From an optimization exercise on the open Yosys and OpenROAD flow, aimed at small area, a short achievable clock period and few clock cycles; shortcuts taken in it are not production practice.
RTL that was checked went through simulation tests only; none was proved equivalent to the original.
The RTL of runs 2 to 4 was laid out without a check of its function.
Power and IR drop assume default switching activity.

[run.sh]
#!/bin/bash
# synth_recipe.tcl (not shown) runs the flow's synth.tcl, then flattens the netlist and writes it again
# the make line also repeats each setting of config.mk as NAME=value (left out here)
make -C /OpenROAD-flow-scripts/flow DESIGN_CONFIG=/design/flow/config.mk WORK_HOME=/design/flow/orfs CLKGATE_MAP_FILE= SYNTH_SCRIPT=/design/flow/synth_recipe.tcl finish
[config.mk]
export PLATFORM = sky130hd
export DESIGN_NAME = graph_depth_first_search_core
export DESIGN_NICKNAME = graph_depth_first_search_core
export VERILOG_FILES = /design/flow/design.v
export SDC_FILE = /design/flow/constraint.sdc
export NUM_CORES = 4
export LEC_CHECK = 0
export CAP_MARGIN = 20
export CORE_MARGIN = 2
export CORE_UTILIZATION = 40
export SLEW_MARGIN = 20
[constraint.sdc]
create_clock -name core_clock -period 10.0 [get_ports {clock}]
set_input_delay 2.0000 -clock core_clock [delete_from_list [all_inputs] [get_ports {clock}]]
set_output_delay 2.0000 -clock core_clock [all_outputs]
set_load 0.01 [all_outputs]
[design.v]
`default_nettype none
package gdfs_pkg;
   localparam int MAX_VERTICES = 16;
   localparam int MAX_DEGREE   = 8;
   localparam int OP_W     = 2;
   localparam int VERTEX_W = $clog2(MAX_VERTICES);
   localparam int SLOT_W   = $clog2(MAX_DEGREE);
   localparam int DEG_W    = $clog2(MAX_DEGREE + 1);
   localparam int DEPTH_W  = $clog2(MAX_VERTICES + 1);
   localparam int CFG_W    = 5;
   localparam int STATUS_W = 2;
   localparam int ADJ_AW   = VERTEX_W + SLOT_W;
   localparam int ADJ_DEPTH = MAX_VERTICES * MAX_DEGREE;
   localparam logic [CFG_W-1:0] VCOUNT_RESET = CFG_W'(16);
   localparam logic [OP_W-1:0] OP_CLEAR = 2'd0;
   localparam logic [OP_W-1:0] OP_ADD   = 2'd1;
   localparam logic [OP_W-1:0] OP_TRAV  = 2'd2;
   localparam logic [OP_W-1:0] OP_PATH  = 2'd3;
   localparam logic [STATUS_W-1:0] ST_OK      = 2'd0;
   localparam logic [STATUS_W-1:0] ST_NO_PATH = 2'd1;
   localparam logic [STATUS_W-1:0] ST_RANGE   = 2'd2;
   localparam logic [STATUS_W-1:0] ST_FULL    = 2'd3;
   typedef struct packed {
      logic                latch_req;
      logic                clear_deg;
      logic                load_da;
      logic                load_db;
      logic                edge_wr1;
      logic                edge_wr2;
      logic                start;
      logic                fetch;
      logic                pop;
      logic                push;
      logic                out_load;
      logic                out_status_only;
      logic [STATUS_W-1:0] out_status;
   } gdfs_cmd_type;
   typedef struct packed {
      logic [OP_W-1:0] opcode;
      logic            a_ok;
      logic            b_ok;
      logic            edge_full;
      logic            start_is_target;
      logic            stack_empty;
      logic            has_next;
      logic            nb_new;
      logic            nb_is_target;
      logic            emit_last;
      logic            out_free;
   } gdfs_stat_type;
endpackage
`default_nettype wire
`default_nettype none
module gdfs_ram (
   input  wire logic         clock,
   input  wire logic [15:0]  wr_en,      
   input  wire logic [63:0]  wr_data,    
   input  wire logic [15:0]  rd_sel,     
   output      logic [31:0]  rd_list
);
   logic [31:0] mem_ff [16];
   always_ff @(posedge clock) begin
      for (int u = 0; u < 16; u++) begin
         if (wr_en[u]) begin
            mem_ff[u] <= {mem_ff[u][27:0], wr_data[u*4 +: 4]};
         end
      end
   end
   always_comb begin
      rd_list = '0;
      for (int u = 0; u < 16; u++) begin
         rd_list = rd_list | ({32{rd_sel[u]}} & mem_ff[u]);
      end
   end
endmodule
`default_nettype wire
`default_nettype none
import gdfs_pkg::*;
module graph_depth_first_search_core (
   input  wire logic                clock,
   input  wire logic                reset,
   input  wire logic                req_valid,
   output      logic                req_ready,
   input  wire logic [OP_W-1:0]     req_opcode,
   input  wire logic [VERTEX_W-1:0] req_vertex_a,
   input  wire logic [VERTEX_W-1:0] req_vertex_b,
   output      logic                rsp_valid,
   input  wire logic                rsp_ready,
   output      logic [VERTEX_W-1:0] rsp_vertex_out,
   output      logic                rsp_last_of_run,
   output      logic [STATUS_W-1:0] rsp_status,
   input  wire logic                csr_valid,
   output      logic                csr_ready,
   input  wire logic [CFG_W-1:0]    csr_vertex_count
);
   localparam logic [1:0] E_IDLE = 2'd0;
   localparam logic [1:0] E_ONE  = 2'd1;
   localparam logic [1:0] E_WALK = 2'd2;
   localparam logic [1:0] E_EMIT = 2'd3;
   logic [CFG_W-1:0] vcount_ff;
   always_ff @(posedge clock) begin
      if (reset) begin
         vcount_ff <= VCOUNT_RESET;
      end else if (csr_valid) begin
         vcount_ff <= csr_vertex_count;
      end
   end
   assign csr_ready = 1'b1;
   logic       qv_ff;
   logic [1:0] qop_ff;
   logic [3:0] qa_ff;
   logic [3:0] qb_ff;
   logic       req_fire;
   logic       take;
   assign req_ready = !qv_ff;
   assign req_fire  = req_valid && !qv_ff;
   always_ff @(posedge clock) begin
      if (reset) begin
         qv_ff <= 1'b0;
      end else if (take) begin
         qv_ff <= 1'b0;
      end else if (req_fire) begin
         qv_ff <= 1'b1;
      end
   end
   always_ff @(posedge clock) begin
      if (req_fire) begin
         qop_ff <= req_opcode;
         qa_ff  <= req_vertex_a;
         qb_ff  <= req_vertex_b;
      end
   end
   logic [1:0] nop;
   logic [3:0] na;
   logic [3:0] nb;
   logic       na_ok;
   logic       nb_ok;
   logic       n_walk;
   assign nop    = qv_ff ? qop_ff : req_opcode;
   assign na     = qv_ff ? qa_ff : req_vertex_a;
   assign nb     = qv_ff ? qb_ff : req_vertex_b;
   assign na_ok  = vcount_ff[4] || (na < vcount_ff[3:0]);
   assign nb_ok  = vcount_ff[4] || (nb < vcount_ff[3:0]);
   assign n_walk = na_ok && ((nop == OP_TRAV) || (nop == OP_PATH && nb_ok && na != nb));
   logic [1:0]  est_ff;
   logic [1:0]  cop_ff;
   logic [3:0]  ca_ff;
   logic [3:0]  cb_ff;
   logic        cok_ff;        
   logic [3:0]  deg_ff [16];
   logic [15:0] vis_ff;
   logic [3:0]  stk_ff [16];
   logic [15:0] live_ff;
   logic [3:0]  pend_ff;       
   logic [3:0]  e_ff;          
   logic [3:0]  top_ff;        
   logic       hv_ff;
   logic       tv_ff;
   logic [6:0] h_ff;
   logic [6:0] t_ff;
   logic       en;
   assign en = !tv_ff;
   logic [15:0] wr_en;
   logic [63:0] wr_data;
   logic [31:0] row;
   logic [15:0] curv_oh;       
   gdfs_ram u_adj (
      .clock   (clock),
      .wr_en   (wr_en),
      .wr_data (wr_data),
      .rd_sel  (curv_oh),
      .rd_list (row)
   );
   logic [15:0] a_oh;
   logic [15:0] b_oh;
   logic [15:0] d_full;        
   logic [15:0] d_ge7;         
   logic [15:0] d_zero;
   logic [15:0] d_gt1;
   logic        self_loop;
   logic        add_full;
   logic        add_do;
   logic        add_fin;
   logic        clr_do;
   logic        half_ff;
   always_comb begin
      for (int u = 0; u < 16; u++) begin
         a_oh[u]   = (ca_ff == 4'(u));
         b_oh[u]   = (cb_ff == 4'(u));
         d_full[u] = deg_ff[u][3];
         d_ge7[u]  = deg_ff[u][3] || (deg_ff[u][2:0] == 3'd7);
         d_zero[u] = (deg_ff[u] == 4'd0);
         d_gt1[u]  = (deg_ff[u] > 4'd1);
      end
   end
   assign self_loop = (ca_ff == cb_ff);
   assign add_full  = self_loop ? |(a_oh & d_ge7) : |((a_oh | b_oh) & d_full);
   assign add_do    = en && (est_ff == E_ONE) && (cop_ff == OP_ADD) && cok_ff &&
                      (half_ff || !add_full);
   assign add_fin   = !self_loop || half_ff;
   assign clr_do    = en && (est_ff == E_ONE) && (cop_ff == OP_CLEAR);
   always_comb begin
      for (int u = 0; u < 16; u++) begin
         wr_data[u*4 +: 4] = a_oh[u] ? cb_ff : ca_ff;
         wr_en[u]          = add_do && (a_oh[u] || b_oh[u]);
      end
   end
   always_ff @(posedge clock) begin
      for (int u = 0; u < 16; u++) begin
         if (reset || clr_do) begin
            deg_ff[u] <= 4'd0;
         end else if (wr_en[u]) begin
            deg_ff[u] <= deg_ff[u] + 4'd1;
         end
      end
   end
   always_ff @(posedge clock) begin
      if (take) begin
         half_ff <= 1'b0;
      end else if (add_do) begin
         half_ff <= 1'b1;
      end
   end
   logic [3:0]  dv;
   logic [7:0]  unv;
   logic [7:0]  sel;
   logic [7:0]  nbr_tgt;
   logic [3:0]  w;
   logic [15:0] w_oh;
   logic        push;
   logic        w_live;
   logic        v_live;
   logic        found;
   logic [15:0] jh;            
   logic [15:0] live_rest;     
   logic [15:0] j2h;           
   logic [3:0]  jpos;          
   logic [15:0] lvl_sel;       
   logic [3:0]  stk_rd;
   logic        any_live;
   logic        b_isolated;
   always_comb begin
      dv = '0;
      for (int u = 0; u < 16; u++) begin
         dv = dv | ({4{curv_oh[u]}} & deg_ff[u]);
      end
   end
   always_comb begin
      for (int k = 0; k < 8; k++) begin
         unv[k]     = (4'(k) < dv) && !vis_ff[row[k*4 +: 4]];
         nbr_tgt[k] = (row[k*4 +: 4] == cb_ff);
      end
      for (int k = 0; k < 8; k++) begin
         sel[k] = unv[k] && ((unv >> (k + 1)) == 8'd0);
      end
      w = '0;
      for (int k = 0; k < 8; k++) begin
         w = w | ({4{sel[k]}} & row[k*4 +: 4]);
      end
      for (int u = 0; u < 16; u++) begin
         w_oh[u] = (w == 4'(u));
      end
   end
   assign push   = |unv;
   assign v_live = |(unv & ~sel);
   assign w_live = |(w_oh & d_gt1);
   assign found  = (cop_ff == OP_PATH) && |(sel & nbr_tgt);
   always_comb begin
      jh   = '0;
      jpos = '0;
      for (int i = 0; i < 16; i++) begin
         if (live_ff[i]) begin
            jh   = 16'(1) << i;
            jpos = 4'(i + 1);
         end
      end
      live_rest = live_ff & ~jh;
      j2h       = '0;
      for (int i = 0; i < 16; i++) begin
         if (live_rest[i]) begin
            j2h = 16'(1) << i;
         end
      end
      lvl_sel = (est_ff == E_EMIT) ? (16'(1) << e_ff) : j2h;
      stk_rd  = '0;
      for (int i = 0; i < 16; i++) begin
         stk_rd = stk_rd | ({4{lvl_sel[i]}} & stk_ff[i]);
      end
   end
   assign any_live   = |live_ff;
   assign b_isolated = (cop_ff == OP_PATH) && |(b_oh & d_zero);
   logic       fin;            
   logic       tok_v;
   logic [3:0] tok_vx;
   logic       tok_last;
   logic [1:0] tok_st;
   logic [3:0] emit_vx;
   logic       walk_end;
   assign emit_vx  = stk_rd;
   assign walk_end = !any_live || b_isolated || (!push && (live_rest == '0));
   always_comb begin
      fin      = 1'b0;
      tok_v    = 1'b0;
      tok_vx   = '0;
      tok_last = 1'b1;
      tok_st   = ST_OK;
      case (est_ff)
         E_IDLE: begin
            fin = 1'b1;
         end
         E_ONE: begin
            fin   = (cop_ff != OP_ADD) || !cok_ff || (add_full && !half_ff) || add_fin;
            tok_v = fin;
            if (!cok_ff) begin
               tok_st = ST_RANGE;
            end else if (cop_ff == OP_ADD && add_full && !half_ff) begin
               tok_st = ST_FULL;
            end else if (cop_ff == OP_PATH) begin
               tok_vx = ca_ff;
            end
         end
         E_WALK: begin
            if (walk_end) begin
               fin   = 1'b1;
               tok_v = 1'b1;
               if (cop_ff == OP_PATH) begin
                  tok_st = ST_NO_PATH;
               end else begin
                  tok_vx = pend_ff;
               end
            end else if (push) begin
               if (cop_ff == OP_TRAV) begin
                  tok_v    = 1'b1;
                  tok_vx   = pend_ff;
                  tok_last = 1'b0;
               end else if (found) begin
                  tok_v    = 1'b1;
                  tok_vx   = stk_ff[0];
                  tok_last = 1'b0;
               end
            end
         end
         default: begin
            tok_v    = 1'b1;
            tok_vx   = emit_vx;
            tok_last = (e_ff == top_ff);
            fin      = tok_last;
         end
      endcase
      if (!en && est_ff != E_IDLE) begin
         fin   = 1'b0;
         tok_v = 1'b0;
      end
   end
   assign take = fin && (qv_ff || req_valid);
   always_ff @(posedge clock) begin
      if (reset) begin
         est_ff <= E_IDLE;
      end else if (fin) begin
         est_ff <= take ? (n_walk ? E_WALK : E_ONE) : E_IDLE;
      end else if (en && est_ff == E_WALK && push && found) begin
         est_ff <= E_EMIT;
      end
   end
   always_ff @(posedge clock) begin
      if (take) begin
         cop_ff <= nop;
         ca_ff  <= na;
         cb_ff  <= nb;
         cok_ff <= (nop == OP_CLEAR) || (na_ok && (nb_ok || nop == OP_TRAV));
      end
   end
   always_ff @(posedge clock) begin
      if (take) begin
         vis_ff    <= 16'(1) << na;
         live_ff   <= 16'd1;
         curv_oh   <= 16'(1) << na;
         pend_ff   <= na;
         stk_ff[0] <= na;
         e_ff      <= 4'd1;
      end else if (en && est_ff == E_WALK) begin
         if (push) begin
            vis_ff  <= vis_ff | (16'(1) << w);
            pend_ff <= w;
            for (int i = 0; i < 16; i++) begin
               if (jh[i]) begin
                  live_ff[i] <= v_live;
               end
               if (i > 0 && jh[i-1]) begin
                  live_ff[i] <= w_live;
                  stk_ff[i]  <= w;
               end
            end
            curv_oh <= w_live ? w_oh : (v_live ? curv_oh : (16'(1) << stk_rd));
            top_ff  <= jpos;
         end else begin
            live_ff <= live_rest;
            curv_oh <= 16'(1) << stk_rd;
         end
      end else if (en && est_ff == E_EMIT) begin
         e_ff <= e_ff + 4'd1;
      end
   end
   logic pop;
   assign pop = hv_ff && rsp_ready;
   always_ff @(posedge clock) begin
      if (reset) begin
         hv_ff <= 1'b0;
         tv_ff <= 1'b0;
      end else begin
         if (pop) begin
            if (tv_ff) begin
               tv_ff <= 1'b0;
            end else begin
               hv_ff <= tok_v;
            end
         end else if (!hv_ff) begin
            hv_ff <= tok_v;
         end else if (tok_v) begin
            tv_ff <= 1'b1;
         end
      end
   end
   always_ff @(posedge clock) begin
      if (pop) begin
         h_ff <= tv_ff ? t_ff : {tok_vx, tok_last, tok_st};
      end else if (!hv_ff) begin
         h_ff <= {tok_vx, tok_last, tok_st};
      end
      if (!pop && hv_ff && tok_v) begin
         t_ff <= {tok_vx, tok_last, tok_st};
      end
   end
   assign rsp_valid       = hv_ff;
   assign rsp_vertex_out  = h_ff[6:3];
   assign rsp_last_of_run = h_ff[2];
   assign rsp_status      = h_ff[1:0];
endmodule
`default_nettype wire
==> impl_results.rst, run 1 <==
.. list-table::
   :header-rows: 1

   * - Metric
     - Value
   * - Min-delay worst type
     - flip-flop to flip-flop
   * - Buffers and inverters on the worst path
     - 1
   * - Number of synthesized register bits
     - about 740
   * - Worst-path cell chain
     - buf_4, a22o_1, a221oi_1, and4_1, mux2i_1, a22oi_1, nand2_1, a22oi_2, nand4_1, or3_1, nand2_2, nor2_1, a32o_1, or4b_4, o21ai_0, nand2_1
   * - Area growth, synth to finish
     - 10.42%
   * - Worst VDD drop
     - roughly 0.00015 V
   * - Worst path depth
     - 16
   * - End point of the critical path
     - curv_oh[0]$_DFFE_PP_
   * - Count of cells along the worst register-to-register path
     - 16
   * - Chip Width
     - 298.7 um
   * - Result of the run
     - timing/DRC/antenna clean
   * - Dominant cell by count in the synthesized netlist
     - edfxtp_1
   * - Post-synth ARST share
     - 0%
   * - DRC violation count after routing
     - 0
   * - Initial core utilization
     - 40.22%
   * - P_leak
     - roughly 13 nW
   * - Net count of the finished layout
     - between 2k and 3k
   * - Share of cells above drive strength 1
     - 9.074%
   * - Clock latency reported for the late side of the worst-skew pair
     - between 0.6 and 0.7 ns
   * - Setup TNS after final layout
     - 0 ns
   * - Family of cells with the greatest summed delay on the critical path
     - simple AND/OR/NAND/NOR gates
   * - Grt met2 use
     - between 30% and 40%
   * - Remaining number of nets flagged by the antenna check after routing
     - 0
   * - CP endpoint kind
     - flip-flop
   * - Data arrival time of the critical path
     - 7.53 ns
   * - Syn_area_per_cell
     - between 10 and 15 um^2
   * - Largest cells by area after synthesis
     - edfxtp_1, dfxtp_1, ha_1
   * - Number of distinct library cells after synthesis
     - 96
   * - Synth top cells by count
     - edfxtp_1, nor2_1, nand2_1
   * - DP Worst Slack
     - roughly 2.4 ns
   * - Critical path peak fanout
     - 29
   * - Number of placement rows
     - between 100 and 150
   * - GR peak layer
     - met2
   * - Height of the die
     - between 200 and 300 um
   * - Post-CTS Hold Buffers
     - 0
   * - Port-buffer cells
     - 28
   * - Met1 track demand over resource in global routing
     - roughly a third
   * - Critical path's most frequent cell
     - nand2_1
   * - Aggregate global-route resource usage
     - between 20% and 30%
   * - Vias in the first global route
     - between 20k and 25k
   * - Pwr Density
     - 192.1 nW/um^2
   * - YS warnings
     - 6
   * - Post-route minimum period
     - about 7.3 ns
   * - Clock Sink Count
     - 742
   * - Average detailed-routed wire length per instance
     - 28.35 um
   * - Wire length of the first global-routing pass
     - approximately 160000 um
   * - DR vias/cell
     - roughly 6.2
   * - Antenna violations before repair
     - 0
   * - Post-Route WL
     - 110200 um
   * - Placed wire-length estimate after detailed placement
     - between 70000 and 80000 um
   * - Via total after detailed routing
     - approximately 24k
   * - Drt first pass iters
     - 6
   * - Worst setup path category
     - flip-flop to flip-flop
   * - Worst-case headroom to the max-slew limit
     - between 20% and 30%
   * - Critical register-to-register path endpoint
     - curv_oh[0]$_DFFE_PP_
   * - Critical Path Start Type
     - flip-flop
   * - Library cell with the largest summed area after synthesis
     - edfxtp_1
   * - Final period utilization
     - roughly three quarters
   * - Ys flop type
     - edfxtp_1
   * - Met3 track demand over resource in global routing
     - ~4.9%
   * - CTS Root Buffer Type
     - clkbuf_16
   * - Synth Cell Area
     - ~35000 um^2
   * - Clock Tree Buf Depth
     - 3
   * - Final worst slack
     - 2.660 ns
   * - H-tree lvl count
     - 3
   * - Tightest Pin Transition
     - 1.138 ns
   * - I/O pins
     - 30
   * - Crit path required time
     - between 10 and 15 ns
   * - Initial DRC Count
     - roughly 3.1k
   * - Pins over their slew limit
     - 0
   * - R2r startpoint
     - curv_oh[14]$_DFFE_PP_
   * - Critical path launch point
     - curv_oh[14]$_DFFE_PP_
   * - Master of the slowest instance on the critical path
     - or4b_4
   * - Count of final hold-check violations
     - 0
   * - CORE AREA
     - 86350 um^2
   * - Slack of the worst reg-to-reg path
     - 2.66 ns
   * - Worst-path clk slew
     - ~0.060 ns
   * - Count of inserted antenna diode cells
     - 0
   * - Cell count after synthesis
     - 2704
   * - Fraction of synthesized cell area taken by the top area cell type
     - approximately 56%
   * - Clock tree from TritonCTS
     - yes
   * - TritonCTS Buffers
     - 79
   * - Maximum cell stage delay along the critical path
     - between 0.7 and 0.8 ns
   * - Final weighted congestion of routability-driven global placement
     - between 0.9 and 1
   * - Aggregate global routing overflow
     - 0
   * - Area enclosed by the die boundary
     - between 80000 and 90000 um^2
   * - RSZ-0062 raised after global routing
     - no
   * - Max-Cap Viols
     - 0
   * - Largest net degree at the start of global routing
     - 65
   * - Setup violators final
     - 0
   * - Highest Clock Rate
     - around 0.14 GHz
   * - Nets in the synthesized netlist
     - 2804
   * - Portion of the post-synthesis area used by sequential elements
     - between 60% and 70%
   * - Post-CTS setup buffer count
     - 0
   * - Maximum clock skew at final layout
     - roughly 0.046 ns
   * - Post-CTS sizing
     - 0
   * - Number of enable-type register cells in the synthesized netlist
     - between 600 and 700
==> placed cells by master (no fill, tap or decap), types with 12 or more instances in the layout <==
master | synthesis | layout
a21oi_1 | 77 | 77
a221oi_1 | 108 | 108
a22o_1 | 114 | 114
a22oi_1 | 99 | 99
a31oi_1 | 24 | 24
a32o_1 | 17 | 17
and2_1 | 27 | 27
and4_1 | 26 | 26
buf_4 | 7 | 58
clkbuf_1 | 96 | 15
clkbuf_16 | 0 | 80
clkdlybuf4s50_1 | 0 | 28
clkinv_1 | 4 | 22
clkinv_2 | 0 | 13
dfxtp_1 | 95 | 95
edfxtp_1 | 647 | 647
ha_1 | 80 | 80
inv_1 | 70 | 70
mux2_2 | 18 | 18
mux2i_1 | 100 | 100
nand2_1 | 156 | 156
nand2b_1 | 22 | 22
nand3_1 | 56 | 56
nand4_1 | 43 | 43
nor2_1 | 215 | 212
nor2b_1 | 35 | 24
nor3_1 | 31 | 31
nor4_1 | 14 | 14
o21ai_0 | 83 | 82
o22ai_1 | 19 | 19
or3_1 | 12 | 12
xnor2_1 | 46 | 46
xor2_1 | 41 | 41
==> power by group <==
group | switching (W) | internal (W) | total, W
clock | 0.00125 | 0.00162 | 0.00287
sequential | 0.000139 | 0.00342 | 0.00356
combinational | 0.000622 | 0.000313 | 0.000935
==> layout make-up <==
class / instances / area, um^2
clock buffers: 95 / 2058
clock inverters: 47 / 474.2
fillers: 7812 / 48000
inverters: 75 / 286.5
multi-input cells: 1687 / 12020
flip-flops and latches: 742 / 21330
well taps: 1155 / 1445
repair buffers: 87 / 730.7
==> per-stage QoR <==
| step | utilization [%] | cells | area (um^2) | hold slack (ns) | total power [W] |
|---|---|---|---|---|---|
| 2_1_floorplan | - | 2704 | 34730 | 0.4267 | 0.004210 |
| 3_3_place_gp | 41.46 | 3745 | 35800 | 0.4318 | 0.004515 |
| 3_5_place_dp | 41.46 | 3745 | 35800 | 0.4343 | 0.004533 |
| 4_1_cts | 44.39 | 3887 | 38330 | 0.4130 | 0.007372 |
| 5_1_grt | 44.41 | 3888 | 38350 | 0.4293 | 0.007572 |
| 6_report | 44.41 | 3888 | 38350 | 0.4221 | 0.007365 |
==> per-layer routing <==
layer | routed length, um | up-vias
met2 | 47990 | 1383
met4 | 4131 | 0
li1 | - | 10479
met3 | 10200 | 243
met5 | 0 | -
met1 | 47900 | 12114
==> cell families after synthesis <==
| family | synth area share (%) |
|---|---|
| compound gates | 15.85 |
| simple gates | 9.714 |
| fa+ha+maj | 3.026 |
| xor+xnor | 2.194 |
| other cells | 0.01080 |
| buf+inv | 4.313 |
| mux | 3.466 |
| flops | 61.42 |
==> registers in the layout, summed over array words and instances, names as in the netlist, 2 cells and up <==
signal        count
u_adj.mem_ff    512
deg_ff           64
stk_ff           60
curv_oh          16
live_ff          16
vis_ff           16
h_ff              7
t_ff              7
vcount_ff         5
ca_ff             4
cb_ff             4
e_ff              4
pend_ff           4
qa_ff             4
qb_ff             4
top_ff            4
cop_ff            2
est_ff            2
qop_ff            2
==> worst min-delay path by stage <==
| stage | startpoint | to | slack, ns | depth (start not counted) |
|---|---|---|---|---|
| final | u_adj.mem_ff[11][9]$_DFFE_PP_ | u_adj.mem_ff[11][13]$_DFFE_PP_ | 0.42 | 0 |
| after global routing | u_adj.mem_ff[4][19]$_DFFE_PP_ | u_adj.mem_ff[4][23]$_DFFE_PP_ | 0.43 | 0 |
| after CTS | u_adj.mem_ff[11][9]$_DFFE_PP_ | u_adj.mem_ff[11][13]$_DFFE_PP_ | 0.41 | 0 |
| after detailed placement | u_adj.mem_ff[9][3]$_DFFE_PP_ | u_adj.mem_ff[9][7]$_DFFE_PP_ | 0.43 | 0 |
| after global placement | u_adj.mem_ff[0][25]$_DFFE_PP_ | u_adj.mem_ff[0][29]$_DFFE_PP_ | 0.43 | 0 |
| after floorplan | u_adj.mem_ff[0][11]$_DFFE_PP_ | u_adj.mem_ff[0][15]$_DFFE_PP_ | 0.43 | 0 |
Testbench counts, summed over its fixed seeds: cycles 13,807.
==> run 2, diff against run 1 <==
--- a/design.v
+++ b/design.v
@@ -98,3 +98,2 @@
    localparam logic [1:0] E_WALK = 2'd2;
-   localparam logic [1:0] E_EMIT = 2'd3;
    logic [CFG_W-1:0] vcount_ff;
@@ -149,2 +148,3 @@
    logic        cok_ff;        
+   logic        half_ff;       
    logic [3:0]  deg_ff [16];
@@ -153,5 +153,7 @@
    logic [15:0] live_ff;
+   logic [15:0] curv_oh;       
    logic [3:0]  pend_ff;       
+   logic        em_ff;
    logic [3:0]  e_ff;          
-   logic [3:0]  top_ff;        
+   logic [3:0]  etop_ff;       
    logic       hv_ff;
@@ -160,4 +162,2 @@
    logic [6:0] t_ff;
-   logic       en;
-   assign en = !tv_ff;
    logic [15:0] wr_en;
@@ -165,3 +165,2 @@
    logic [31:0] row;
-   logic [15:0] curv_oh;       
    gdfs_ram u_adj (
@@ -173,2 +172,3 @@
    );
+   logic go;
    logic [15:0] a_oh;
@@ -182,5 +182,3 @@
    logic        add_do;
-   logic        add_fin;
    logic        clr_do;
-   logic        half_ff;
    always_comb begin
@@ -196,7 +194,5 @@
    assign self_loop = (ca_ff == cb_ff);
-   assign add_full  = self_loop ? |(a_oh & d_ge7) : |((a_oh | b_oh) & d_full);
-   assign add_do    = en && (est_ff == E_ONE) && (cop_ff == OP_ADD) && cok_ff &&
-                      (half_ff || !add_full);
-   assign add_fin   = !self_loop || half_ff;
-   assign clr_do    = en && (est_ff == E_ONE) && (cop_ff == OP_CLEAR);
+   assign add_full  = !half_ff && (self_loop ? |(a_oh & d_ge7) : |((a_oh | b_oh) & d_full));
+   assign add_do    = go && (est_ff == E_ONE) && (cop_ff == OP_ADD) && cok_ff && !add_full;
+   assign clr_do    = go && (est_ff == E_ONE) && (cop_ff == OP_CLEAR);
    always_comb begin
@@ -227,2 +223,3 @@
    logic [7:0]  nbr_tgt;
+   logic [7:0]  nbr_w;
    logic [3:0]  w;
@@ -235,6 +232,4 @@
    logic [15:0] live_rest;     
-   logic [15:0] j2h;           
    logic [3:0]  jpos;          
-   logic [15:0] lvl_sel;       
-   logic [3:0]  stk_rd;
+   logic [3:0]  stk_j2;        
    logic        any_live;
@@ -259,2 +254,5 @@
       end
+      for (int k = 0; k < 8; k++) begin
+         nbr_w[k] = (row[k*4 +: 4] == w);
+      end
       for (int u = 0; u < 16; u++) begin
@@ -264,3 +262,3 @@
    assign push   = |unv;
-   assign v_live = |(unv & ~sel);
+   assign v_live = |(unv & ~nbr_w);
    assign w_live = |(w_oh & d_gt1);
@@ -277,13 +275,8 @@
       live_rest = live_ff & ~jh;
-      j2h       = '0;
+      stk_j2    = '0;
       for (int i = 0; i < 16; i++) begin
          if (live_rest[i]) begin
-            j2h = 16'(1) << i;
+            stk_j2 = stk_ff[i];
          end
       end
-      lvl_sel = (est_ff == E_EMIT) ? (16'(1) << e_ff) : j2h;
-      stk_rd  = '0;
-      for (int i = 0; i < 16; i++) begin
-         stk_rd = stk_rd | ({4{lvl_sel[i]}} & stk_ff[i]);
-      end
    end
@@ -292,9 +285,7 @@
    logic       fin;            
-   logic       tok_v;
-   logic [3:0] tok_vx;
-   logic       tok_last;
-   logic [1:0] tok_st;
-   logic [3:0] emit_vx;
+   logic       eng_v;
+   logic [3:0] eng_vx;
+   logic       eng_last;
+   logic [1:0] eng_st;
    logic       walk_end;
-   assign emit_vx  = stk_rd;
    assign walk_end = !any_live || b_isolated || (!push && (live_rest == '0));
@@ -302,19 +293,16 @@
       fin      = 1'b0;
-      tok_v    = 1'b0;
-      tok_vx   = '0;
-      tok_last = 1'b1;
-      tok_st   = ST_OK;
+      eng_v    = 1'b0;
+      eng_vx   = '0;
+      eng_last = 1'b1;
+      eng_st   = ST_OK;
       case (est_ff)
-         E_IDLE: begin
-            fin = 1'b1;
-         end
          E_ONE: begin
-            fin   = (cop_ff != OP_ADD) || !cok_ff || (add_full && !half_ff) || add_fin;
-            tok_v = fin;
+            fin   = (cop_ff != OP_ADD) || !cok_ff || add_full || !self_loop || half_ff;
+            eng_v = fin;
             if (!cok_ff) begin
-               tok_st = ST_RANGE;
-            end else if (cop_ff == OP_ADD && add_full && !half_ff) begin
-               tok_st = ST_FULL;
+               eng_st = ST_RANGE;
+            end else if (cop_ff == OP_ADD && add_full) begin
+               eng_st = ST_FULL;
             end else if (cop_ff == OP_PATH) begin
-               tok_vx = ca_ff;
+               eng_vx = ca_ff;
             end
@@ -324,7 +312,7 @@
                fin   = 1'b1;
-               tok_v = 1'b1;
+               eng_v = 1'b1;
                if (cop_ff == OP_PATH) begin
-                  tok_st = ST_NO_PATH;
+                  eng_st = ST_NO_PATH;
                end else begin
-                  tok_vx = pend_ff;
+                  eng_vx = pend_ff;
                end
@@ -332,9 +320,10 @@
                if (cop_ff == OP_TRAV) begin
-                  tok_v    = 1'b1;
-                  tok_vx   = pend_ff;
-                  tok_last = 1'b0;
+                  eng_v    = 1'b1;
+                  eng_vx   = pend_ff;
+                  eng_last = 1'b0;
                end else if (found) begin
-                  tok_v    = 1'b1;
-                  tok_vx   = stk_ff[0];
-                  tok_last = 1'b0;
+                  fin      = 1'b1;
+                  eng_v    = 1'b1;
+                  eng_vx   = stk_ff[0];
+                  eng_last = 1'b0;
                end
@@ -343,14 +332,8 @@
          default: begin
-            tok_v    = 1'b1;
-            tok_vx   = emit_vx;
-            tok_last = (e_ff == top_ff);
-            fin      = tok_last;
+            fin = 1'b1;
          end
       endcase
-      if (!en && est_ff != E_IDLE) begin
-         fin   = 1'b0;
-         tok_v = 1'b0;
-      end
    end
-   assign take = fin && (qv_ff || req_valid);
+   assign go   = !tv_ff && !(em_ff && eng_v);
+   assign take = go && fin && (qv_ff || req_valid);
    always_ff @(posedge clock) begin
@@ -358,6 +341,4 @@
          est_ff <= E_IDLE;
-      end else if (fin) begin
+      end else if (go && fin) begin
          est_ff <= take ? (n_walk ? E_WALK : E_ONE) : E_IDLE;
-      end else if (en && est_ff == E_WALK && push && found) begin
-         est_ff <= E_EMIT;
       end
@@ -378,7 +359,5 @@
          pend_ff   <= na;
-         stk_ff[0] <= na;
-         e_ff      <= 4'd1;
-      end else if (en && est_ff == E_WALK) begin
+      end else if (go && est_ff == E_WALK) begin
          if (push) begin
-            vis_ff  <= vis_ff | (16'(1) << w);
+            vis_ff  <= vis_ff | w_oh;
             pend_ff <= w;
@@ -390,17 +369,49 @@
                   live_ff[i] <= w_live;
-                  stk_ff[i]  <= w;
                end
             end
-            curv_oh <= w_live ? w_oh : (v_live ? curv_oh : (16'(1) << stk_rd));
-            top_ff  <= jpos;
+            curv_oh <= w_live ? w_oh : (v_live ? curv_oh : (16'(1) << stk_j2));
          end else begin
             live_ff <= live_rest;
-            curv_oh <= 16'(1) << stk_rd;
+            curv_oh <= 16'(1) << stk_j2;
          end
-      end else if (en && est_ff == E_EMIT) begin
-         e_ff <= e_ff + 4'd1;
       end
    end
-   logic pop;
-   assign pop = hv_ff && rsp_ready;
+   always_ff @(posedge clock) begin
+      if (take) begin
+         stk_ff[0] <= na;
+      end
+      if (go && est_ff == E_WALK && push) begin
+         for (int i = 1; i < 16; i++) begin
+            if (jh[i-1]) begin
+               stk_ff[i] <= w;
+            end
+         end
+      end
+   end
+   logic       em_last;
+   logic [3:0] em_vx;
+   assign em_vx   = stk_ff[e_ff];
+   assign em_last = (e_ff == etop_ff);
+   always_ff @(posedge clock) begin
+      if (reset) begin
+         em_ff <= 1'b0;
+      end else if (!tv_ff) begin
+         if (em_ff) begin
+            e_ff <= e_ff + 4'd1;
+            if (em_last) begin
+               em_ff <= 1'b0;
+            end
+         end else if (go && est_ff == E_WALK && !walk_end && push && found) begin
+            em_ff   <= 1'b1;
+            e_ff    <= 4'd1;
+            etop_ff <= jpos;
+         end
+      end
+   end
+   logic       tok_v;
+   logic [6:0] tok;
+   logic       pop;
+   assign tok_v = !tv_ff && (em_ff || eng_v);
+   assign tok   = em_ff ? {em_vx, em_last, ST_OK} : {eng_vx, eng_last, eng_st};
+   assign pop   = hv_ff && rsp_ready;
    always_ff @(posedge clock) begin
@@ -425,8 +436,8 @@
       if (pop) begin
-         h_ff <= tv_ff ? t_ff : {tok_vx, tok_last, tok_st};
+         h_ff <= tv_ff ? t_ff : tok;
       end else if (!hv_ff) begin
-         h_ff <= {tok_vx, tok_last, tok_st};
+         h_ff <= tok;
       end
       if (!pop && hv_ff && tok_v) begin
-         t_ff <= {tok_vx, tok_last, tok_st};
+         t_ff <= tok;
       end
--- a/config.mk
+++ b/config.mk
@@ -9,3 +9,5 @@
 export CORE_MARGIN = 2
-export CORE_UTILIZATION = 40
+export CORE_UTILIZATION = 55
+export SETUP_SLACK_MARGIN = 3.5
 export SLEW_MARGIN = 20
+export TNS_END_PERCENT = 100
==> run 2 against run 1 <==
Compared with the run above: sequential cell count rose by 1; cell area rose by 2.6%; via count rose by 7.3%; area after synthesis rose by 3.1%; first-iteration DRC count rose by 32%; total power rose by 4.0%; final cell count fell by 4.9%; critical path type unchanged; largest cell class unchanged.
==> impl_results.rst, run 2 <==
.. list-table::
   :header-rows: 1

   * - Metric
     - Value
   * - Placed wire-length estimate after detailed placement
     - roughly 77000 um
   * - Synth Cell Area
     - about 36000 um^2
   * - Final weighted congestion of routability-driven global placement
     - between 0.9 and 1
   * - H-tree lvl count
     - 3
   * - Max-Cap Viols
     - 0
   * - Post-route minimum period
     - roughly 6.3 ns
   * - Placed Cells incl. Taps
     - around 3.5k
   * - Cell count after synthesis
     - 2815
   * - Number of placement rows
     - 93
   * - Initial DRC Count
     - slightly above 4k
   * - Worst-path clk slew
     - roughly 0.060 ns
   * - Library cell with the largest summed area after synthesis
     - edfxtp_1
   * - RSZ-0062 raised after global routing
     - no
   * - Highest Clock Rate
     - approximately 0.16 GHz
   * - Number of distinct library cells after synthesis
     - about 100
   * - Most frequent standard cell in the layout excluding fill and tap cells
     - edfxtp_1
   * - Post-Route WL
     - about 120000 um
   * - Pins over their slew limit
     - 0
   * - Drt first pass iters
     - 7
   * - DRC violation count after routing
     - 0
   * - Setup violators final
     - 0
   * - Critical path peak fanout
     - 28
   * - Largest cells by area after synthesis
     - edfxtp_1, dfxtp_1, a22o_1
   * - Tightest Pin Transition
     - ~1.0 ns
   * - Remaining number of nets flagged by the antenna check after routing
     - 0
   * - Aggregate global-route resource usage
     - 35.59%
   * - Vias in the first global route
     - around 25k
   * - Clock Tree Buf Depth
     - 3
   * - Clock tree from TritonCTS
     - yes
   * - Worst VDD drop
     - about 0.00014 V
   * - Post-synth ARST share
     - 0%
   * - Result of the run
     - timing/DRC/antenna clean
   * - Count of final hold-check violations
     - 0
   * - Wire length of the first global-routing pass
     - about 170000 um
   * - Share of cells above drive strength 1
     - 11.37%
   * - Min-delay worst type
     - flip-flop to flip-flop
   * - TritonCTS Buffers
     - 79
   * - Layout Cells excl Fill
     - 3697
   * - CTS Root Buffer Type
     - clkbuf_16
   * - Biggest registers after layout
     - u_adj.mem_ff x512, deg_ff x64, stk_ff x64
   * - Antenna violations before repair
     - 0
   * - Worst-case headroom to the max-slew limit
     - just over 30%
   * - Crit path required time
     - around 10 ns
   * - CP endpoint kind
     - flip-flop
   * - Final period utilization
     - 63.22%
   * - P_leak
     - about 13 nW
   * - Fill cell instance count of the final layout
     - 5017
   * - Nets in the synthesized netlist
     - 2911
   * - YS warnings
     - 6
   * - Number of flip-flops under the largest register name
     - 512
   * - Dominant cell by count in the synthesized netlist
     - edfxtp_1
   * - Critical Path Start Type
     - flip-flop
   * - Highest-count cells in the layout ignoring fill and taps
     - edfxtp_1, nor2_1, nand2_1, a22o_1, a221oi_1
   * - DR vias/cell
     - about 7.0
   * - Setup TNS after final layout
     - 0 ns
   * - Height of the die
     - around 260 um
   * - Data arrival time of the critical path
     - around 6.7 ns
   * - I/O pins
     - 30
   * - Chip Width
     - 259.2 um
   * - Fraction of synthesized cell area taken by the top area cell type
     - ~55%
   * - Aggregate global routing overflow
     - 0
   * - Net count of the finished layout
     - approximately 2.9k
   * - Average detailed-routed wire length per instance
     - roughly 32 um
   * - Number of enable-type register cells in the synthesized netlist
     - 651
   * - Area growth, synth to finish
     - 9.852%
   * - Clock Sink Count
     - ~740
   * - Clock latency reported for the late side of the worst-skew pair
     - about 0.66 ns
   * - Pwr Density
     - roughly 190 nW/um^2
   * - Area enclosed by the die boundary
     - roughly 67000 um^2
   * - Port-buffer cells
     - 28
   * - Initial core utilization
     - 55.55%
   * - Maximum clock skew at final layout
     - ~0.045 ns
   * - Portion of the post-synthesis area used by sequential elements
     - 59.73%
   * - CORE AREA
     - 64460 um^2
   * - Worst setup path category
     - flip-flop to flip-flop
   * - Number of synthesized register bits
     - approximately 740
   * - Syn_area_per_cell
     - around 13 um^2
   * - Largest reg by FF count
     - u_adj.mem_ff
   * - Synth top cells by count
     - edfxtp_1, nor2_1, nand2_1
   * - Largest net degree at the start of global routing
     - 65
   * - Ys flop type
     - edfxtp_1
   * - Count of inserted antenna diode cells
     - 0
   * - Via total after detailed routing
     - around 26k
## run 2: cells by family (layout without fill, tap and decap cells)
| family | after synthesis | count (layout) | share of synthesized area [%] |
|---|---|---|---|
| and+or+nand+nor | 689 | 689 | 10.21 |
| muxes | 135 | 135 | 3.871 |
| DFF | 743 | 743 | 59.73 |
| buffers and inverters | 291 | 318 | 4.283 |
| adders and majority gates | 82 | 82 | 2.823 |
| AOI/OAI and AO/OA | 770 | 770 | 16.53 |
| other | 1 | 1 | 0.01047 |
| xor gates and xnor gates | 104 | 104 | 2.543 |
## run 2: per-layer routing
| layer | track usage, % | up-vias | part of all wire [%] |
|---|---|---|---|
| met5 | 0 | - | 0 |
| met4 | 12.92 | 0 | 3.7 |
| met3 | 8.172 | 280 | 12 |
| met2 | 50.96 | 1921 | 42 |
| met1 | 53.10 | 12843 | 42 |
| li1 | - | 10946 | - |
## run 2: path summary, 6_finish.rpt
| kind | from | end | slack (ns) | cells past startpoint |
|---|---|---|---|---|
| max | curv_oh[14]$_DFFE_PP_ | curv_oh[14]$_DFFE_PP_ | 3.68 | 18 |
| min | u_adj.mem_ff[10][27]$_DFFE_PP_ | u_adj.mem_ff[10][31]$_DFFE_PP_ | 0.45 | 0 |
| max reg2reg | curv_oh[14]$_DFFE_PP_ | curv_oh[14]$_DFFE_PP_ | 3.68 | 18 |
| min reg2reg | u_adj.mem_ff[10][27]$_DFFE_PP_ | u_adj.mem_ff[10][31]$_DFFE_PP_ | 0.45 | 0 |
## run 2: layout make-up
class | count | area [um^2] | share of cell area (%)
well taps | 855 | 1070 | 2.719
inverters | 70 | 267.8 | 0.6806
clock buffers | 98 | 2088 | 5.308
repair buffers | 101 | 848.3 | 2.156
multi-input cells | 1781 | 13000 | 33.05
flip-flops and latches | 743 | 21390 | 54.37
clock inverters | 49 | 671.9 | 1.708
## run 2: repair_timing
item                       in CTS  in global routing
hold buffers                    0                  0
setup endpoints to repair     584                307
gates resized for setup        14                 28
setup buffers                   1                 10
pin swaps                       1                  0
## run 2: power breakdown
part           total [W]  switching (W)  internal [W]  leakage (nW)
Clock            0.00308        0.00128       0.00180          1.32
Combinational    0.00104       0.000700      0.000338          4.87
Sequential       0.00354       0.000117       0.00342          6.68
Total            0.00766        0.00210       0.00556          12.9
## run 2: metrics by stage
step           power (W)  setup WS (ns)  instance area (um^2)  util, %  hold WS (ns)
2_1_floorplan   0.004251          4.022                 35810        -        0.4267
3_3_place_gp    0.004574          2.669                 36370    56.42        0.4292
3_5_place_dp    0.004585          2.661                 36370    56.42        0.4348
4_1_cts         0.007624          3.543                 39180    60.78        0.4417
5_1_grt         0.007857          3.545                 39340    61.03        0.4489
6_report        0.007658          3.678                 39340    61.03        0.4456
## run 2: critical path, stage by stage (launching register included)
cell and delay, ns:
edfxtp_1 0.60, buf_4 0.40, a22o_1 0.26, a221oi_1 0.24, and4_4 0.40, mux2_2 0.35, or3_1 0.30, nand4_1 0.17
a32oi_4 0.13, a32o_1 0.28, a22oi_1 0.28, and2_2 0.38, inv_6 0.18, and2_1 0.30, a221o_1 0.36, a32oi_2 0.23
nand4_2 0.34, a2111o_1 0.61, o22ai_1 0.28
==> run 3, diff against run 2 <==
--- a/config.mk
+++ b/config.mk
@@ -7,2 +7,3 @@
 export LEC_CHECK = 0
+export ABC_CLOCK_PERIOD_IN_PS = 5000
 export CAP_MARGIN = 20
==> run 3 against run 2 <==
Compared with the run above: still clean; maximum frequency did not move; clock skew did not move; setup slack did not move; utilization did not move; synthesized cell count did not move; final cell count did not move; count of clock-buffer cells in the layout did not move; register-to-register slack barely moved; sequential share of layout area did not move; die area did not move; clock power barely moved; largest cell class unchanged; highest routed layer unchanged.
==> impl_results.rst, run 3 <==
.. list-table::
   :header-rows: 1

   * - Metric
     - Value
   * - Result of the run
     - timing/DRC/antenna clean
   * - Most frequent standard cell in the layout excluding fill and tap cells
     - edfxtp_1
   * - Port-buffer cells
     - 28
   * - Synth top cells by count
     - edfxtp_1, nor2_1, nand2_1
   * - Crit path required time
     - 10.42 ns
   * - Share of cells above drive strength 1
     - between 10% and 20%
   * - Count of inserted antenna diode cells
     - 0
   * - FF+latch area
     - 21390 um^2
   * - Largest cells by area after synthesis
     - edfxtp_1, dfxtp_1, a22o_1
   * - Biggest registers after layout
     - u_adj.mem_ff x512, deg_ff x64, stk_ff x64
   * - R2r startpoint
     - curv_oh[14]$_DFFE_PP_
   * - DRC violation count after routing
     - 0
   * - CORE AREA
     - approximately 64000 um^2
   * - Number of flip-flops under the largest register name
     - 512
   * - Clock tree from TritonCTS
     - yes
   * - Dominant cell by count in the synthesized netlist
     - edfxtp_1
   * - Count of final hold-check violations
     - 0
   * - WHS Path Cells
     - 0
   * - I/O pins
     - 30
   * - Tightest Pin Transition
     - about 1.0 ns
   * - Net count of the finished layout
     - ~2.9k
   * - Placed Cells incl. Taps
     - between 3k and 4k
   * - Maximum clock skew at final layout
     - around 0.045 ns
   * - Portion of the post-synthesis area used by sequential elements
     - 59.73%
   * - Post-Route WL
     - ~120000 um
   * - CTS Root Buffer Type
     - clkbuf_16
   * - Initial core utilization
     - between 50% and 60%
   * - Count of cells along the worst register-to-register path
     - 18
   * - Final worst slack
     - ~3.7 ns
   * - DP Worst Slack
     - about 2.7 ns
   * - Syn_area_per_cell
     - 12.72 um^2
   * - Area growth, synth to finish
     - 9.852%
   * - Worst-path clk slew
     - roughly 0.060 ns
   * - Library cell with the largest summed area after synthesis
     - edfxtp_1
   * - Highest Clock Rate
     - between 0.15 and 0.2 GHz
   * - Placed wire-length estimate after detailed placement
     - a little under 80000 um
   * - Fill cell instance count of the final layout
     - between 5k and 6k
   * - Wire length of the first global-routing pass
     - 173900 um
   * - Nets in the synthesized netlist
     - ~2.9k
   * - Via total after detailed routing
     - between 20k and 30k
   * - Antenna violations before repair
     - 0
   * - Setup TNS after final layout
     - 0 ns
   * - Remaining number of nets flagged by the antenna check after routing
     - 0
   * - Synth Cell Area
     - about 36000 um^2
   * - Fraction of synthesized cell area taken by the top area cell type
     - a little over half
   * - Worst-case headroom to the max-slew limit
     - between 30% and 40%
   * - Cell count after synthesis
     - between 2k and 3k
   * - Post-route minimum period
     - 6.322 ns
   * - Pwr Density
     - 194.7 nW/um^2
   * - CP endpoint kind
     - flip-flop
   * - Critical register-to-register path endpoint
     - curv_oh[14]$_DFFE_PP_
   * - Pins over their slew limit
     - 0
   * - Clock Tree Buf Depth
     - 3
   * - Setup violators final
     - 0
   * - Vias in the first global route
     - between 20k and 30k
   * - Largest reg by FF count
     - u_adj.mem_ff
   * - Number of enable-type register cells in the synthesized netlist
     - 651
   * - Drt first pass iters
     - 7
   * - H-tree lvl count
     - 3
   * - Final period utilization
     - between 60 and 70%
   * - Final weighted congestion of routability-driven global placement
     - approximately 0.97
   * - P_leak
     - 12.87 nW
   * - RSZ-0062 raised after global routing
     - no
   * - Largest net degree at the start of global routing
     - between 60 and 70
   * - Number of placement rows
     - between 90 and 100
   * - Critical path peak fanout
     - 28
   * - Area of the multi-input gates
     - 13000 um^2
   * - Aggregate global routing overflow
     - 0
   * - Slack of the worst reg-to-reg path
     - about 3.7 ns
   * - Area enclosed by the die boundary
     - between 60000 and 70000 um^2
   * - Chip Width
     - about 260 um
   * - Worst VDD drop
     - about 0.00014 V
   * - Number of synthesized register bits
     - around 740
   * - Layout Cells excl Fill
     - about 3.7k
   * - YS warnings
     - 6
   * - Data arrival time of the critical path
     - roughly 6.7 ns
   * - Hold Path Sink
     - u_adj.mem_ff[10][31]$_DFFE_PP_
   * - Critical Path Start Type
     - flip-flop
   * - Highest-count cells in the layout ignoring fill and taps
     - edfxtp_1, nor2_1, nand2_1, a22o_1, a221oi_1
   * - Max-Cap Viols
     - 0
   * - Core utilization of the finished layout
     - 61.03%
   * - Aggregate global-route resource usage
     - 35.59%
   * - Post-synth ARST share
     - 0%
   * - TritonCTS Buffers
     - 79
   * - DR vias/cell
     - approximately 7.0
   * - Worst setup path category
     - flip-flop to flip-flop
   * - Post-CTS Hold Buffers
     - 0
   * - Initial DRC Count
     - approximately 4k
   * - Clock Sink Count
     - 743
   * - Height of the die
     - around 260 um
   * - Ys flop type
     - edfxtp_1
   * - Min-delay worst type
     - flip-flop to flip-flop
   * - Average detailed-routed wire length per instance
     - 32.43 um
   * - Number of distinct library cells after synthesis
     - around 100
   * - Hold_sp
     - u_adj.mem_ff[10][27]$_DFFE_PP_
   * - Clock latency reported for the late side of the worst-skew pair
     - 0.66 ns
[run 3: cell counts after synthesis]
Identical to the previous run, type by type.
[run 3: repair_timing]
action / in CTS / in global routing
pin swaps: 1 / 0
setup buffers: 1 / 10
setup endpoints to repair: 584 / 307
resized for setup: 14 / 28
[run 3: routing by layer]
metal	GRT usage, %	wire (um)	vias to the layer above
met4	12.92	4380	0
li1	-	-	10946
met1	53.10	50320	12843
met2	50.96	50500	1921
met5	0	0	-
met3	8.172	14700	280
[run 3: area by class of cell]
cell class	instances	area share, %
timing repair buffer	101	2.156
clock inverter	49	1.708
tap	855	2.719
multi-input combinational	1781	33.05
sequential	743	54.37
clock buffer	98	5.308
inverter	70	0.6806
[run 3: worst max path at each step]
stage,depth (start not counted),start,to
after floorplan,19,curv_oh[5]$_DFFE_PP_,deg_ff[15][1]$_SDFFE_PP0P_
after global placement,18,curv_oh[1]$_DFFE_PP_,curv_oh[14]$_DFFE_PP_
after detailed placement,18,curv_oh[4]$_DFFE_PP_,curv_oh[14]$_DFFE_PP_
after CTS,20,curv_oh[0]$_DFFE_PP_,deg_ff[6][3]$_SDFFE_PP0P_
after global routing,18,curv_oh[14]$_DFFE_PP_,curv_oh[14]$_DFFE_PP_
final,18,curv_oh[14]$_DFFE_PP_,curv_oh[14]$_DFFE_PP_
[run 3: critical path: stages (launching register included)]
cell and delay, ns:
edfxtp_1 0.60, buf_4 0.40, a22o_1 0.26, a221oi_1 0.24
and4_4 0.40, mux2_2 0.35, or3_1 0.30, nand4_1 0.17
a32oi_4 0.13, a32o_1 0.28, a22oi_1 0.28, and2_2 0.38
inv_6 0.18, and2_1 0.30, a221o_1 0.36, a32oi_2 0.23
nand4_2 0.34, a2111o_1 0.61, o22ai_1 0.28
[run 3: stage by stage]
step / instance area [um^2] / total power (W) / hold WS, ns
floorplan: 35810 / 0.004251 / 0.4267
global placement: 36370 / 0.004574 / 0.4292
detailed placement: 36370 / 0.004585 / 0.4348
CTS: 39180 / 0.007624 / 0.4417
global route: 39340 / 0.007857 / 0.4489
finish: 39340 / 0.007658 / 0.4456
[run 3: logic make-up after synthesis]
family,after synthesis,synth area share [%]
other,1,0.01047
multiplexers,135,3.871
adder cells (fa/ha/maj),82,2.823
flip-flops,743,59.73
AO/OA/AOI/OAI,770,16.53
AND/OR/NAND/NOR,689,10.21
buffers and inverters,291,4.283
XOR/XNOR,104,2.543
[run 3: report_power, final]
part | switching [W] | leakage [nW] | internal, W | total, W
clock | 0.00128 | 1.32 | 0.00180 | 0.00308
combinational | 0.000700 | 4.87 | 0.000338 | 0.00104
sequential | 0.000117 | 6.68 | 0.00342 | 0.00354
==> run 4, diff against run 3 <==
--- a/config.mk
+++ b/config.mk
@@ -7,3 +7,3 @@
 export LEC_CHECK = 0
-export ABC_CLOCK_PERIOD_IN_PS = 5000
+export ABC_AREA = 1
 export CAP_MARGIN = 20
@@ -11,3 +11,3 @@
 export CORE_UTILIZATION = 55
-export SETUP_SLACK_MARGIN = 3.5
+export SETUP_SLACK_MARGIN = 5
 export SLEW_MARGIN = 20
==> run 4 against run 3 <==
Compared with the run above: first-iteration DRC count increased by 31%; critical path type unchanged; utilization increased by 4.3 points; cell area increased by 12%; clock power decreased by 5%; via count increased by 23%; highest routed layer unchanged; largest power group unchanged; combinational power increased to 2.8 times the previous value.
==> impl_results.rst, run 4 <==
.. list-table::
   :header-rows: 1

   * - Metric
     - Value
   * - Synth top cells by count
     - nand2_1, edfxtp_1, nor2_1
   * - Relative contribution of the clock network to total power
     - 31.0%
   * - Aggregate global-route resource usage
     - 37.74%
   * - Highest-count cells in the layout ignoring fill and taps
     - nand2_1, edfxtp_1, nor2_1, inv_1, nand3_1
   * - Tightest Pin Transition
     - about 1.2 ns
   * - Worst VDD drop
     - 0.0001417 V
   * - Share of cells above drive strength 1
     - between 10% and 20%
   * - Count of final hold-check violations
     - 0
   * - Aggregate global routing overflow
     - 0
   * - Post-Route WL
     - 138500 um
   * - I/O pins
     - 30
   * - Number of synthesized register bits
     - 743
   * - WHS Path Cells
     - 0
   * - Number of placement rows
     - 95
   * - End point of the critical path
     - u_adj.mem_ff[7][0]$_DFFE_PP_
   * - Final worst slack
     - 4.972 ns
   * - Critical path peak fanout
     - 15
   * - Count of inserted antenna diode cells
     - 0
   * - Largest reg by FF count
     - u_adj.mem_ff
   * - Syn_area_per_cell
     - 9.496 um^2
   * - DR vias/cell
     - ~6.3
   * - Critical Path Start Type
     - flip-flop
   * - Data arrival time of the critical path
     - between 5 and 6 ns
   * - Dominant cell by count in the synthesized netlist
     - nand2_1
   * - Largest net degree at the start of global routing
     - 61
   * - H-tree lvl count
     - 3
   * - DRC violation count after routing
     - 0
   * - Most frequent standard cell in the layout excluding fill and tap cells
     - nand2_1
   * - Via total after detailed routing
     - 32.02k
   * - Number of enable-type register cells in the synthesized netlist
     - roughly 650
   * - Highest Clock Rate
     - around 0.2 GHz
   * - Height of the die
     - between 200 and 300 um
   * - Worst-case headroom to the max-slew limit
     - between 20 and 25%
   * - Number of flip-flops under the largest register name
     - 512
   * - Net count of the finished layout
     - 4258
   * - Remaining number of nets flagged by the antenna check after routing
     - 0
   * - Wire length of the first global-routing pass
     - approximately 200000 um
   * - Initial DRC Count
     - approximately 5.4k
   * - Placed wire-length estimate after detailed placement
     - 93800 um
   * - TritonCTS Buffers
     - 80
   * - Setup violators final
     - 0
   * - Setup TNS after final layout
     - 0 ns
   * - Post-place instance area
     - ~38000 um^2
   * - Chip Width
     - 265.2 um
   * - Initial core utilization
     - 55.66%
   * - Post-route minimum period
     - between 5 and 6 ns
   * - Maximum clock skew at final layout
     - slightly above 0.08 ns
   * - YS warnings
     - 6
   * - Pwr Density
     - around 210 nW/um^2
   * - Synth Cell Area
     - approximately 38000 um^2
   * - Critical path launch point
     - cb_ff[1]$_DFFE_PP_
   * - Clock latency reported for the late side of the worst-skew pair
     - 0.70 ns
   * - Area enclosed by the die boundary
     - about 70000 um^2
   * - Placed Cells incl. Taps
     - about 4.8k
   * - CTS Root Buffer Type
     - clkbuf_16
   * - Largest cells by area after synthesis
     - edfxtp_1, nand2_1, dfxtp_1
   * - Max-Cap Viols
     - 0
   * - Worst setup path category
     - flip-flop to flip-flop
   * - Area growth, synth to finish
     - 17.42%
   * - Net switching power of the design
     - about 0.0035 W
   * - Fraction of synthesized cell area taken by the top area cell type
     - a little over half
   * - Average detailed-routed wire length per instance
     - between 20 and 30 um
   * - Clock tree from TritonCTS
     - yes
   * - Ys flop type
     - edfxtp_1
   * - Biggest registers after layout
     - u_adj.mem_ff x512, deg_ff x64, stk_ff x64
   * - Final weighted congestion of routability-driven global placement
     - 1.072
   * - Crit path required time
     - 10.38 ns
   * - Drt first pass iters
     - 9
   * - Portion of the post-synthesis area used by sequential elements
     - a little under three fifths
   * - Pins over their slew limit
     - 0
   * - Nets in the synthesized netlist
     - just over 4k
   * - Worst-path clk slew
     - 0.06 ns
   * - P_leak
     - ~17 nW
   * - Final period utilization
     - about half
   * - Count of cells along the worst register-to-register path
     - 21
   * - Clock Tree Buf Depth
     - 3
   * - Number of distinct library cells after synthesis
     - 67
   * - Vias in the first global route
     - roughly 30k
   * - Port-buffer cells
     - 28
   * - CORE AREA
     - about 67000 um^2
   * - Non-Filler Cell Area, Final
     - about 44000 um^2
   * - Clock Sink Count
     - roughly 740
   * - Cell count after synthesis
     - roughly 4k
   * - Critical register-to-register path endpoint
     - u_adj.mem_ff[7][0]$_DFFE_PP_
   * - CP endpoint kind
     - flip-flop
   * - Min-delay worst type
     - flip-flop to flip-flop
   * - Result of the run
     - timing/DRC/antenna clean
   * - RSZ-0062 raised after global routing
     - no
   * - Sequential Power Share
     - ~38%
   * - Layout Cells excl Fill
     - about 5.1k
   * - Power Internal
     - around 0.006 W
   * - DP Worst Slack
     - 2.412 ns
   * - Core utilization of the finished layout
     - about two thirds
   * - Antenna violations before repair
     - 0
   * - Post-synth ARST share
     - 0%
   * - Sw Ratio
     - 36.78%
   * - Share of power burned in combinational logic
     - between 30% and 40%
   * - Library cell with the largest summed area after synthesis
     - edfxtp_1
   * - Slack of the worst reg-to-reg path
     - about 5 ns
   * - R2r startpoint
     - cb_ff[1]$_DFFE_PP_
run 4: cell count changes in the layout (fill, tap and decap cells not counted), sizes merged, moves of 47 or more:
cell,previous run,this run
a21oi,73,120
a221oi,128,13
a22o,138,57
a22oi,95,3
buf,73,209
inv,70,314
mux2i,116,0
nand2,146,1179
nand3,68,284
nand4,25,94
nor2,216,482
o21ai,74,222
xnor2,74,7
run 4: worst max-delay path, stage by stage (launching register included):
cell	delay (ns)
edfxtp_1	0.36
buf_4	0.26
clkinv_2	0.31
nor2_1	0.07
inv_1	0.25
nor2_1	0.12
nor2_2	0.27
o22ai_1	0.19
nor4_2	0.37
nand3_1	0.30
o21ai_2	0.25
nand3_1	0.12
o21ai_0	0.30
o21ai_1	0.15
inv_2	0.09
nand2_2	0.07
nand3_4	0.13
nand4_4	0.27
buf_12	0.28
nor2_4	0.14
buf_12	0.19
clkbuf_16	0.20
run 4: layout make-up:
| cell class | instances | area [um^2] |
|---|---|---|
| timing repair buffer | 249 | 2804 |
| clock buffer | 100 | 2117 |
| fill | 5300 | 23350 |
| clock inverter | 44 | 491.7 |
| inverter | 322 | 1276 |
| sequential | 743 | 21390 |
| multi-input combinational | 2766 | 14870 |
| tap | 873 | 1092 |
run 4: timing repair:
item / in CTS / in global routing
setup endpoints to repair: 768 / 740
hold buffers: 0 / 0
gates cloned: 9 / 23
pin swaps: 40 / 57
resized for setup: 153 / 97
buffers inserted: 73 / 88
run 4: power by group through the flow:
stage	clock [W]	combinational, W	sequential [W]
6_report	0.00293	0.00295	0.00358
5_1_grt	0.00305	0.00312	0.00359
4_1_cts	0.00294	0.00260	0.00358
3_5_place_dp	0	0.00235	0.00369
3_3_place_gp	0	0.00234	0.00369
2_1_floorplan	0	0.00171	0.00359
run 4: through the flow:
| step | power [W] | hold slack (ns) |
|---|---|---|
| floorplan | 0.005302 | 0.4264 |
| global placement | 0.006027 | 0.4304 |
| detailed placement | 0.006044 | 0.4323 |
| CTS | 0.009119 | 0.3905 |
| global route | 0.009758 | 0.4007 |
| finish | 0.009462 | 0.3923 |
run 4: metal layers:
metal | global-route usage (%) | routed length, um
met3 | 7.637 | 17620
met5 | 0 | 0
met4 | 19.88 | 8505
met2 | 55.44 | 58410
met1 | 53.12 | 53930
run 4: cell families after synthesis:
kind of cell             share of synthesized area, %
AND/OR/NAND/NOR                                 24.95
flip-flops                                      57.02
AO/OA/AOI/OAI                                   8.032
buffers and inverters                           6.077
adder cells (fa/ha/maj)                         2.535
XOR/XNOR                                        1.308
multiplexers                                  0.06004
other                                        0.009997
run 4: how the worst min path moves through the flow:
stage | start | to
after floorplan | u_adj.mem_ff[0][1]$_DFFE_PP_ | u_adj.mem_ff[0][5]$_DFFE_PP_
after global placement | u_adj.mem_ff[8][26]$_DFFE_PP_ | u_adj.mem_ff[8][30]$_DFFE_PP_
after detailed placement | u_adj.mem_ff[6][25]$_DFFE_PP_ | u_adj.mem_ff[6][29]$_DFFE_PP_
after CTS | u_adj.mem_ff[6][25]$_DFFE_PP_ | u_adj.mem_ff[6][29]$_DFFE_PP_
after global routing | u_adj.mem_ff[6][25]$_DFFE_PP_ | u_adj.mem_ff[6][29]$_DFFE_PP_
final | u_adj.mem_ff[6][25]$_DFFE_PP_ | u_adj.mem_ff[6][29]$_DFFE_PP_
==> run 5, diff against run 4 <==
--- a/design.v
+++ b/design.v
@@ -156,2 +156,6 @@
    logic        em_ff;
+   logic        pv_ff;
+   logic [6:0]  ptok_ff;
+   logic        pem_ff;        
+   logic [3:0]  petop_ff;
    logic [3:0]  e_ff;          
@@ -336,3 +340,3 @@
    end
-   assign go   = !tv_ff && !(em_ff && eng_v);
+   assign go   = !tv_ff && !pv_ff;
    assign take = go && fin && (qv_ff || req_valid);
@@ -392,4 +396,6 @@
    logic [3:0] em_vx;
-   assign em_vx   = stk_ff[e_ff];
-   assign em_last = (e_ff == etop_ff);
+   logic       found_evt;
+   assign em_vx     = stk_ff[e_ff];
+   assign em_last   = (e_ff == etop_ff);
+   assign found_evt = go && (est_ff == E_WALK) && !walk_end && push && found;
    always_ff @(posedge clock) begin
@@ -397,2 +403,3 @@
          em_ff <= 1'b0;
+         pv_ff <= 1'b0;
       end else if (!tv_ff) begin
@@ -403,3 +410,13 @@
             end
-         end else if (go && est_ff == E_WALK && !walk_end && push && found) begin
+            if (go && eng_v) begin
+               pv_ff <= 1'b1;
+            end
+         end else if (pv_ff) begin
+            pv_ff <= 1'b0;
+            if (pem_ff) begin
+               em_ff   <= 1'b1;
+               e_ff    <= 4'd1;
+               etop_ff <= petop_ff;
+            end
+         end else if (found_evt) begin
             em_ff   <= 1'b1;
@@ -410,2 +427,9 @@
    end
+   always_ff @(posedge clock) begin
+      if (em_ff && go && eng_v) begin
+         ptok_ff  <= {eng_vx, eng_last, eng_st};
+         pem_ff   <= found_evt;
+         petop_ff <= jpos;
+      end
+   end
    logic       tok_v;
@@ -413,4 +437,5 @@
    logic       pop;
-   assign tok_v = !tv_ff && (em_ff || eng_v);
-   assign tok   = em_ff ? {em_vx, em_last, ST_OK} : {eng_vx, eng_last, eng_st};
+   assign tok_v = !tv_ff && (em_ff || pv_ff || (go && eng_v));
+   assign tok   = em_ff ? {em_vx, em_last, ST_OK} :
+                  pv_ff ? ptok_ff : {eng_vx, eng_last, eng_st};
    assign pop   = hv_ff && rsp_ready;
--- a/config.mk
+++ b/config.mk
@@ -10,3 +10,3 @@
 export CORE_MARGIN = 2
-export CORE_UTILIZATION = 55
+export CORE_UTILIZATION = 45
 export SETUP_SLACK_MARGIN = 5
==> run 5 against run 4 <==
Compared with the run above: sequential share of layout area is 2.5 points higher; final cell count is 2.9% higher; maximum frequency is 4.2% higher; sequential cell count is 13 higher; count of clock-buffer cells in the layout is 5 higher; setup slack better by 0.20 ns; sequential power is 1% higher; die area is 22% higher; largest cell class unchanged.
==> impl_results.rst, run 5 <==
.. list-table::
   :header-rows: 1

   * - Metric
     - Value
   * - FF+latch area
     - about 22000 um^2
   * - Fill cell instance count of the final layout
     - ~7.6k
   * - Number of distinct library cells after synthesis
     - 59
   * - Area of the multi-input gates
     - 14090 um^2
   * - Max-Cap Viols
     - 0
   * - Worst setup path category
     - flip-flop to flip-flop
   * - Share of cells above drive strength 1
     - approximately a tenth
   * - Tightest Pin Transition
     - between 0.9 and 1 ns
   * - Clock tree from TritonCTS
     - yes
   * - Non-Filler Cell Area, Final
     - 42600 um^2
   * - Antenna violations before repair
     - 0
   * - Worst-path clk slew
     - ~0.06 ns
   * - Initial DRC Count
     - around 4k
   * - Placed wire-length estimate after detailed placement
     - roughly 83000 um
   * - Clock Tree Buf Depth
     - 3
   * - Area enclosed by the die boundary
     - ~86000 um^2
   * - Final Total Pwr
     - approximately 0.0094 W
   * - Via total after detailed routing
     - about 30k
   * - Worst VDD drop
     - around 0.00015 V
   * - Nets in the synthesized netlist
     - ~4k
   * - Setup violators final
     - 0
   * - Post-route minimum period
     - roughly 4.8 ns
   * - Drt first pass iters
     - 6
   * - Vias in the first global route
     - about 28k
   * - Number of placement rows
     - between 100 and 150
   * - Post-CTS Hold Buffers
     - 0
   * - Portion of the post-synthesis area used by sequential elements
     - between 50 and 60%
   * - Highest Clock Rate
     - 0.2073 GHz
   * - Maximum clock skew at final layout
     - between 0.06 and 0.07 ns
   * - Net count of the finished layout
     - ~4.2k
   * - Result of the run
     - timing/DRC/antenna clean
   * - Highest-count cells in the layout ignoring fill and taps
     - nand2_1, edfxtp_1, nor2_1, inv_1, nand3_1
   * - Area growth, synth to finish
     - 13.07%
   * - Critical Path Start Type
     - flip-flop
[run 5: changes by cell type in the layout (fill, tap and decap cells not counted), moves of 20 or more]
cell / change
buf_4: -77
a22o_1: -23
nand2_1: +126
buf_12: -39
inv_1: +35
nor2_4: -41
o21ai_0: +25
nor3_1: -20
a21oi_1: +42
[run 5: layout make-up]
| class | instances | area share [%] |
|---|---|---|
| Clock inverter | 50 | 1.715 |
| Clock buffer | 105 | 5.278 |
| Sequential cell | 756 | 51.11 |
| Antenna cell | 1 | 0.005874 |
| Multi-Input combinational cell | 2787 | 33.07 |
| Inverter | 348 | 3.131 |
| Tap cell | 1080 | 3.172 |
| Timing Repair Buffer | 117 | 2.520 |
[run 5: critical path, stage by stage (launching register included)]
cell      delay, ns
edfxtp_1       0.38
buf_6          0.26
inv_1          0.29
o22ai_1        0.15
nor2_1         0.15
nand4_2        0.28
inv_1          0.25
nand3_1        0.10
nand3_1        0.15
nand3_2        0.15
nand2_4        0.15
nor2_4         0.07
buf_4          0.13
nand4_1        0.06
nand2_1        0.09
inv_2          0.27
nand2_8        0.20
nand2_1        0.10
nand2_1        0.05
nor2_1         0.18
nand2_1        0.08
nand2_1        0.06
nand2_1        0.06
nor2_2         0.18
nand2_4        0.18
inv_1          0.13
o21ai_2        0.11
nand2_2        0.23
[run 5: routing by layer]
metal / part of all wire [%] / up-vias / routed length [um] / track usage [%]
li1: - / 13829 / - / -
met1: 44 / 14267 / 53660 / 41.37
met2: 43 / 1638 / 52510 / 42.07
met3: 9.9 / 233 / 12130 / 4.849
met4: 3.6 / 0 / 4442 / 9.955
met5: 0 / - / 0 / 0
[run 5: path summary, 6_finish.rpt]
kind | start | to | cells past startpoint
max | curv_oh[4]$_DFFE_PP_ | curv_oh[0]$_DFFE_PP_ | 27
min | u_adj.mem_ff[14][6]$_DFFE_PP_ | u_adj.mem_ff[14][10]$_DFFE_PP_ | 0
max reg2reg | curv_oh[4]$_DFFE_PP_ | curv_oh[0]$_DFFE_PP_ | 27
min reg2reg | u_adj.mem_ff[14][6]$_DFFE_PP_ | u_adj.mem_ff[14][10]$_DFFE_PP_ | 0
[run 5: cell families after synthesis]
group,Yosys count,synth area share (%)
xor+xnor,33,0.7671
buf+inv,471,5.935
other cells,1,0.009953
fa+ha+maj,76,2.524
simple gates,2158,25.05
flops,756,57.78
compound gates,514,7.927
[run 5: per-stage QoR]
stage	worst slack, ns	hold WS (ns)	std cells
final	5.176	0.4349	5244
after global routing	4.971	0.4520	5243
after CTS	5.015	0.4341	5213
after detailed placement	3.793	0.4333	5041
after global placement	3.822	0.4291	5041
after floorplan	5.599	0.4264	4009
[run 5: repair_timing]
item | in CTS | in global routing
setup endpoints to repair | 184 | 143
pin swaps | 3 | 17
gates resized for setup | 40 | 46
setup buffers | 17 | 25
hold endpoints to repair | 0 | 0
gates cloned | 0 | 5
[run 5: power by group]
group | switching (W) | internal [W] | leakage [nW]
sequential | 0.0000842 | 0.00355 | 6.77
clock | 0.00132 | 0.00200 | 1.44
combinational | 0.00182 | 0.000643 | 8.63
total | 0.00322 | 0.00619 | 16.8
Testbench counts of run 5, summed over its fixed seeds: cycles 12,998.
